Background: an optimization exercise with open tools, aiming at small area. Do not read the settings as production practice. The RTL was checked by simulation tests, not by an equivalence proof against the original design. Power figures rest on the tool's default switching activity, not on a simulated workload.

## iot_filter
module iot_filter (
	input  logic           clk,
	input  logic           rst,
	input  logic           in_en,
	input  iot_pkg::byte_t iot_in,
	input  logic [2:0]     fn_sel,
	output logic           busy,
	output logic           valid,
	output iot_pkg::item_t iot_out
);
	logic crc_mode, rank_mode, min_mode;
	assign crc_mode  = (fn_sel == iot_pkg::fn_crc);
	assign rank_mode = (fn_sel == iot_pkg::fn_max) || (fn_sel == iot_pkg::fn_min);
	assign min_mode  = (fn_sel == iot_pkg::fn_min);
	iot_pkg::byte_idx_t byte_cnt;   
	logic [2:0]         item_cnt;   
	logic [2:0]         phase_q;    
	logic first_byte, last_byte, last_item, start;
	assign first_byte = (byte_cnt == '0);
	assign last_byte  = (byte_cnt == '1);
	assign last_item  = (item_cnt == '1);
	assign start = in_en && last_byte && (crc_mode || (rank_mode && last_item));
	logic ph1, ph3, ph4, ph5;
	assign ph1 = phase_q[2] & ~phase_q[1];
	assign ph3 = phase_q[2] &  phase_q[0];
	assign ph4 = ~phase_q[2] & phase_q[1];
	assign ph5 = ~phase_q[1] & phase_q[0];
	logic park, unpark;
	iot_pkg::byte_t top_best_n;
	logic [iot_pkg::BYTE_W/2-1:0] parked_lo_n;
	assign park   = rank_mode & ph1;
	assign unpark = rank_mode & ph5;
	always_ff @(posedge clk or posedge rst) begin
		if (rst) begin
			byte_cnt <= '0;
  ...
==> module rank_unit, before the edit <==
module rank_unit (
	input  logic           clk,
	input  logic           min_mode,     
	input  logic           step_best_hi, 
	input  logic           step_best_lo, 
	input  logic           step_second,  
	input  logic           first_byte,   
	input  logic           first_item,   
	input  logic           second_item,  
	input  logic           in_en,
	input  iot_pkg::byte_t iot_in,
	input  logic           park,         
	input  logic           crc_mode,     
	input  iot_pkg::crc_t  crc_val,      
	output iot_pkg::item_t best_q,
	output iot_pkg::item_t second_q,
	output iot_pkg::byte_t top_best_n,   
	output logic [iot_pkg::BYTE_W/2-1:0] parked_lo_n  
);
	iot_pkg::item_t best_n_q, second_n_q;
	assign best_q   = ~best_n_q;
	assign second_q = ~second_n_q;
	logic [1:0] cmp_best_q, cmp_second_q;
	logic [1:0] prev_best, prev_second, cmp_best, cmp_second;
	assign parked_lo_n = {cmp_best_q, cmp_second_q};
	iot_pkg::byte_t top_best, top_second;
	iot_pkg::byte_t in_best, in_second;
	logic better_best, better_second;
	assign top_best   = best_q[iot_pkg::ITEM_W-1 -: iot_pkg::BYTE_W];
	assign top_best_n = best_n_q[iot_pkg::ITEM_W-1 -: iot_pkg::BYTE_W];
	assign top_second = second_q[iot_pkg::ITEM_W-1 -: iot_pkg::BYTE_W];
	always_comb begin
		if (min_mode) begin
			better_best   = (iot_in < top_best);
			better_second = (iot_in < top_second);
		end else begin
			better_best   = (iot_in > top_best);
			better_second = (iot_in > top_second);
		end
		prev_best   = first_byte ? 2'b00 : cmp_best_q;
		prev_second = second_item ? 2'b11 : (first_byte ? 2'b00 : cmp_second_q);
		cmp_best   = prev_best[1]   ? prev_best   : {iot_in != top_best,   better_best};
		cmp_second = prev_second[1] ? prev_second : {iot_in != top_second, better_second};
		if (!first_item && cmp_best == 2'b10)
			in_best = top_best;
		else
			in_best = iot_in;
		if (cmp_best == 2'b11)
			in_second = top_best;
		else if (cmp_second == 2'b10)
			in_second = top_second;
		else
			in_second = iot_in;
		if (crc_mode) begin
			in_best[iot_pkg::CRC_W-1:0]   = crc_val;
			in_second[iot_pkg::CRC_W-1:0] = crc_val;
		end
	end
	always_ff @(posedge clk) begin
		if (park)
			{cmp_best_q, cmp_second_q} <= top_best_n[iot_pkg::BYTE_W/2-1:0];
		else if (in_en)
			{cmp_best_q, cmp_second_q} <= {cmp_best, cmp_second};
		if (step_best_hi)
			best_n_q[iot_pkg::ITEM_W-1:iot_pkg::BYTE_W] <= best_n_q[iot_pkg::ITEM_W-iot_pkg::BYTE_W-1:0];
		if (step_best_lo)
			best_n_q[iot_pkg::BYTE_W-1:0] <= ~in_best;
		if (step_second)
			second_n_q <= {second_n_q[iot_pkg::ITEM_W-iot_pkg::BYTE_W-1:0], ~in_second};
	end
endmodule
==> module iot_filter, before the edit <==
module iot_filter (
	input  logic           clk,
	input  logic           rst,
	input  logic           in_en,
	input  iot_pkg::byte_t iot_in,
	input  logic [2:0]     fn_sel,
	output logic           busy,
	output logic           valid,
	output iot_pkg::item_t iot_out
);
	logic crc_mode, rank_mode, min_mode;
	assign crc_mode  = (fn_sel == iot_pkg::fn_crc);
	assign rank_mode = (fn_sel == iot_pkg::fn_max) || (fn_sel == iot_pkg::fn_min);
	assign min_mode  = (fn_sel == iot_pkg::fn_min);
	iot_pkg::byte_idx_t byte_cnt;   
	logic [2:0]         item_cnt;   
	logic [2:0]         phase_q;    
	logic first_byte, last_byte, last_item, start;
	assign first_byte = (byte_cnt == '0);
	assign last_byte  = (byte_cnt == '1);
	assign last_item  = (item_cnt == '1);
	assign start = in_en && last_byte && (crc_mode || (rank_mode && last_item));
	logic ph1, ph3, ph4, ph5;
	assign ph1 = phase_q[2] & ~phase_q[1];
	assign ph3 = phase_q[2] &  phase_q[0];
	assign ph4 = ~phase_q[2] & phase_q[1];
	assign ph5 = ~phase_q[1] & phase_q[0];
	logic park, unpark;
	iot_pkg::byte_t top_best_n;
	logic [iot_pkg::BYTE_W/2-1:0] parked_lo_n;
	assign park   = rank_mode & ph1;
	assign unpark = rank_mode & ph5;
	always_ff @(posedge clk or posedge rst) begin
		if (rst) begin
			byte_cnt <= '0;
			item_cnt <= '0;
			phase_q  <= '0;
		end else begin
			if (park) begin
				byte_cnt    <= {top_best_n[7:5], in_en};
				item_cnt[0] <= top_best_n[4];
			end else if (unpark) begin
				byte_cnt[3:1] <= '0;
				item_cnt[0]   <= 1'b0;
			end else if (in_en) begin
				byte_cnt <= byte_cnt + 1'b1;
				if (last_byte)
					item_cnt <= item_cnt + 1'b1;
			end
			phase_q <= {start | (~phase_q[0] & (phase_q[2] | phase_q[1])), phase_q[2], phase_q[1]};
		end
	end
	assign busy  = rank_mode & (phase_q[2] | phase_q[1]);
	assign valid = phase_q[0] & (phase_q[2] ? crc_mode : rank_mode);
	iot_pkg::item_t best_q, second_q;
	iot_pkg::crc_t  crc_val;
	crc3_unit i_crc (
		.crc_in(first_byte ? '0 : best_q[iot_pkg::CRC_W-1:0]),
		.byte_in(iot_in),
		.crc_out(crc_val)
	);
	logic step_best_hi, step_best_lo, step_second, first_item, second_item;
	assign first_item   = (item_cnt == 3'd0);
	assign second_item  = (item_cnt == 3'd1);
	assign step_best_lo = in_en | park;
	assign step_best_hi = park | (in_en & ~(first_item & first_byte));
	assign step_second  = in_en & (crc_mode ? last_byte : ~first_item);
	rank_unit i_rank (
		.clk(clk), .min_mode(min_mode),
		.step_best_hi(step_best_hi), .step_best_lo(step_best_lo), .step_second(step_second),
		.first_byte(first_byte), .first_item(first_item), .second_item(second_item),
		.in_en(in_en), .iot_in(iot_in), .park(park),
		.crc_mode(crc_mode), .crc_val(crc_val),
		.best_q(best_q), .second_q(second_q), .top_best_n(top_best_n), .parked_lo_n(parked_lo_n)
	);
	logic sel_best, sel_second, sel_low;
	iot_pkg::item_t best_out;
	assign sel_best   = rank_mode & ph4;
	assign sel_second = rank_mode & ph5;
	assign sel_low    = sel_second | (crc_mode & ph3);
	assign best_out   = {~byte_cnt[3:1], ~item_cnt[0], ~parked_lo_n,
	                     best_q[iot_pkg::ITEM_W-1:iot_pkg::BYTE_W]};
	assign iot_out[iot_pkg::ITEM_W-1:iot_pkg::CRC_W] =
		({(iot_pkg::ITEM_W-iot_pkg::CRC_W){sel_best}}   & best_out[iot_pkg::ITEM_W-1:iot_pkg::CRC_W]) |
		({(iot_pkg::ITEM_W-iot_pkg::CRC_W){sel_second}} & second_q[iot_pkg::ITEM_W-1:iot_pkg::CRC_W]);
	assign iot_out[iot_pkg::CRC_W-1:0] =
		({iot_pkg::CRC_W{sel_best}} & best_out[iot_pkg::CRC_W-1:0]) |
		({iot_pkg::CRC_W{sel_low}}  & second_q[iot_pkg::CRC_W-1:0]);
endmodule
==> flow/config.mk <==
export PLATFORM = sky130hd
export DESIGN_NAME = iot_filter
export DESIGN_NICKNAME = iot_filter
export VERILOG_FILES = /design/flow/design.v
export SDC_FILE = /design/flow/constraint.sdc
export NUM_CORES = 4
export LEC_CHECK = 0
export ABC_AREA = 1
export CAP_MARGIN = 20
export CORE_MARGIN = 2
export CORE_UTILIZATION = 70
export SLEW_MARGIN = 20
==> flow/constraint.sdc <==
create_clock -name core_clock -period 6.0 [get_ports {clk}]
set_input_delay 1.2000 -clock core_clock [delete_from_list [all_inputs] [get_ports {clk}]]
set_output_delay 1.2000 -clock core_clock [all_outputs]
set_load 0.01 [all_outputs]
standard.sh (not shown) runs the stock make flow with config.mk's settings and CLKGATE_MAP_FILE= SYNTH_SCRIPT=/design/flow/synth_recipe.tcl, a recipe that flattens the netlist after the stock synthesis.
==> flow/flow/run.sh <==
#!/bin/bash
# The standard layout (standard.sh), with three changes:
# - synthesis is the standard flow's own (synth_recipe.tcl and ORFS's synth.tcl), except that ABC maps
#   the logic with flow/abc_area.script, a stronger area-only script, and adders and
#   comparators are left to ABC instead of being mapped to half adders first (ADDER_MAP_FILE
#   empty); registers are untouched;
# - every port is buffered by the smallest buffer, sky130_fd_sc_hd__buf_1, instead of the
#   one buffer_ports picks itself;
# - clock tree synthesis uses larger sink clusters and inserts no dummy loads.
set -euo pipefail
here=$(pwd)

sed 's|^  log_cmd abc {\*}\$abc_args$|  log_cmd abc -script '"$here"'/flow/abc_area.script {*}[lrange $abc_args 2 end]|' \
  "$FLOW_HOME/scripts/synth.tcl" > synth_own.tcl
grep -q 'flow/abc_area.script' synth_own.tcl
sed 's|source \$::env(SCRIPTS_DIR)/synth.tcl|source '"$here"'/synth_own.tcl|' synth_recipe.tcl > synth_recipe_own.tcl
grep -q 'synth_own.tcl' synth_recipe_own.tcl

bash standard.sh \
  "SYNTH_SCRIPT=$here/synth_recipe_own.tcl" \
  "ADDER_MAP_FILE=" \
  "BUFFER_PORTS_ARGS=-buffer_cell sky130_fd_sc_hd__buf_1" \
  "CTS_ARGS=-sink_clustering_enable -repair_clock_nets -dont_use_dummy_load -buf_list sky130_fd_sc_hd__clkbuf_8 -sink_clustering_size 18 -sink_clustering_max_diameter 70" \
  finish > make_finish.log 2>&1
==> flow/flow/abc_area.script <==
strash
ifraig
dc2
strash
dch -f
amap
topo
dnsize -c
Rerun with:
--- a/flow/design.v
+++ b/flow/design.v
@@ -43,24 +43,23 @@
 	input  logic           park,         
 	input  logic           crc_mode,     
 	input  iot_pkg::crc_t  crc_val,      
 	output iot_pkg::item_t best_q,
 	output iot_pkg::item_t second_q,
-	output iot_pkg::byte_t top_best_n,   
-	output logic [iot_pkg::BYTE_W/2-1:0] parked_lo_n  
+	output iot_pkg::byte_t top_best,     
+	output logic [iot_pkg::BYTE_W/2-1:0] parked_lo  
 );
 	iot_pkg::item_t best_n_q, second_n_q;
 	assign best_q   = ~best_n_q;
 	assign second_q = ~second_n_q;
 	logic [1:0] cmp_best_q, cmp_second_q;
 	logic [1:0] prev_best, prev_second, cmp_best, cmp_second;
-	assign parked_lo_n = {cmp_best_q, cmp_second_q};
-	iot_pkg::byte_t top_best, top_second;
+	assign parked_lo = {cmp_best_q, cmp_second_q};
+	iot_pkg::byte_t top_second;
 	iot_pkg::byte_t in_best, in_second;
 	logic better_best, better_second;
 	assign top_best   = best_q[iot_pkg::ITEM_W-1 -: iot_pkg::BYTE_W];
-	assign top_best_n = best_n_q[iot_pkg::ITEM_W-1 -: iot_pkg::BYTE_W];
 	assign top_second = second_q[iot_pkg::ITEM_W-1 -: iot_pkg::BYTE_W];
 	always_comb begin
 		if (min_mode) begin
 			better_best   = (iot_in < top_best);
 			better_second = (iot_in < top_second);
@@ -87,11 +86,11 @@
 			in_second[iot_pkg::CRC_W-1:0] = crc_val;
 		end
 	end
 	always_ff @(posedge clk) begin
 		if (park)
-			{cmp_best_q, cmp_second_q} <= top_best_n[iot_pkg::BYTE_W/2-1:0];
+			{cmp_best_q, cmp_second_q} <= top_best[iot_pkg::BYTE_W/2-1:0];
 		else if (in_en)
 			{cmp_best_q, cmp_second_q} <= {cmp_best, cmp_second};
 		if (step_best_hi)
 			best_n_q[iot_pkg::ITEM_W-1:iot_pkg::BYTE_W] <= best_n_q[iot_pkg::ITEM_W-iot_pkg::BYTE_W-1:0];
 		if (step_best_lo)
@@ -127,23 +126,23 @@
 	assign ph1 = phase_q[2] & ~phase_q[1];
 	assign ph3 = phase_q[2] &  phase_q[0];
 	assign ph4 = ~phase_q[2] & phase_q[1];
 	assign ph5 = ~phase_q[1] & phase_q[0];
 	logic park, unpark;
-	iot_pkg::byte_t top_best_n;
-	logic [iot_pkg::BYTE_W/2-1:0] parked_lo_n;
+	iot_pkg::byte_t top_best;
+	logic [iot_pkg::BYTE_W/2-1:0] parked_lo;
 	assign park   = rank_mode & ph1;
 	assign unpark = rank_mode & ph5;
 	always_ff @(posedge clk or posedge rst) begin
 		if (rst) begin
 			byte_cnt <= '0;
 			item_cnt <= '0;
 			phase_q  <= '0;
 		end else begin
 			if (park) begin
-				byte_cnt    <= {top_best_n[7:5], in_en};
-				item_cnt[0] <= top_best_n[4];
+				byte_cnt    <= {top_best[7:5], in_en};
+				item_cnt[0] <= top_best[4];
 			end else if (unpark) begin
 				byte_cnt[3:1] <= '0;
 				item_cnt[0]   <= 1'b0;
 			end else if (in_en) begin
 				byte_cnt <= byte_cnt + 1'b1;
@@ -172,18 +171,18 @@
 		.clk(clk), .min_mode(min_mode),
 		.step_best_hi(step_best_hi), .step_best_lo(step_best_lo), .step_second(step_second),
 		.first_byte(first_byte), .first_item(first_item), .second_item(second_item),
 		.in_en(in_en), .iot_in(iot_in), .park(park),
 		.crc_mode(crc_mode), .crc_val(crc_val),
-		.best_q(best_q), .second_q(second_q), .top_best_n(top_best_n), .parked_lo_n(parked_lo_n)
+		.best_q(best_q), .second_q(second_q), .top_best(top_best), .parked_lo(parked_lo)
 	);
 	logic sel_best, sel_second, sel_low;
 	iot_pkg::item_t best_out;
 	assign sel_best   = rank_mode & ph4;
 	assign sel_second = rank_mode & ph5;
 	assign sel_low    = sel_second | (crc_mode & ph3);
-	assign best_out   = {~byte_cnt[3:1], ~item_cnt[0], ~parked_lo_n,
+	assign best_out   = {byte_cnt[3:1], item_cnt[0], parked_lo,
 	                     best_q[iot_pkg::ITEM_W-1:iot_pkg::BYTE_W]};
 	assign iot_out[iot_pkg::ITEM_W-1:iot_pkg::CRC_W] =
 		({(iot_pkg::ITEM_W-iot_pkg::CRC_W){sel_best}}   & best_out[iot_pkg::ITEM_W-1:iot_pkg::CRC_W]) |
 		({(iot_pkg::ITEM_W-iot_pkg::CRC_W){sel_second}} & second_q[iot_pkg::ITEM_W-1:iot_pkg::CRC_W]);
 	assign iot_out[iot_pkg::CRC_W-1:0] =
=> Worst hold slack gains 15 ps. Power grows by 13%. Die area grows by 0.53%. Final area grows by 0.40%. Register-to-register slack gains 250 ps. Routed wire length shrinks by 5.5%. Setup slack gains 130 ps. Synthesized cell count grows by 2.5%. Clock skew grows by 3.8 ps.

==> separate check: timing with driven ports <==
Ports are ideal in the flow. The routed layouts listed here were re-timed in OpenROAD. Step 1 sets driving cells, clkbuf_16 on the clock port and buf_2 on the other inputs (assumed; they add their load-dependent delay and slew). Step 2 adds t to the input delays and takes it off the output delays; t is the mean of the earliest and latest rising clock arrival at the registers after step 1. Input paths then give back, and output paths get back, about the clock's delay inside the block. Three values: ideal, step 1, step 2; two values: the first two.
run | t (ns) | slack for setup (ns) | hold slack, ns | slew at the worst register clock pin (ns)
the first run | 0.544 | 1.333 / 1.311 / 1.023 | 0.431 / 0.431 / 0.431 | 0.11 / 0.11
the second run | 0.548 | 1.465 / 1.442 / 1.350 | 0.445 / 0.445 / 0.445 | 0.12 / 0.12
After both steps setup and hold are still met in every run listed. For the first run, which loses most, drivers alone change the setup slack by -0.022 ns; drivers and shift together by -0.310 ns.
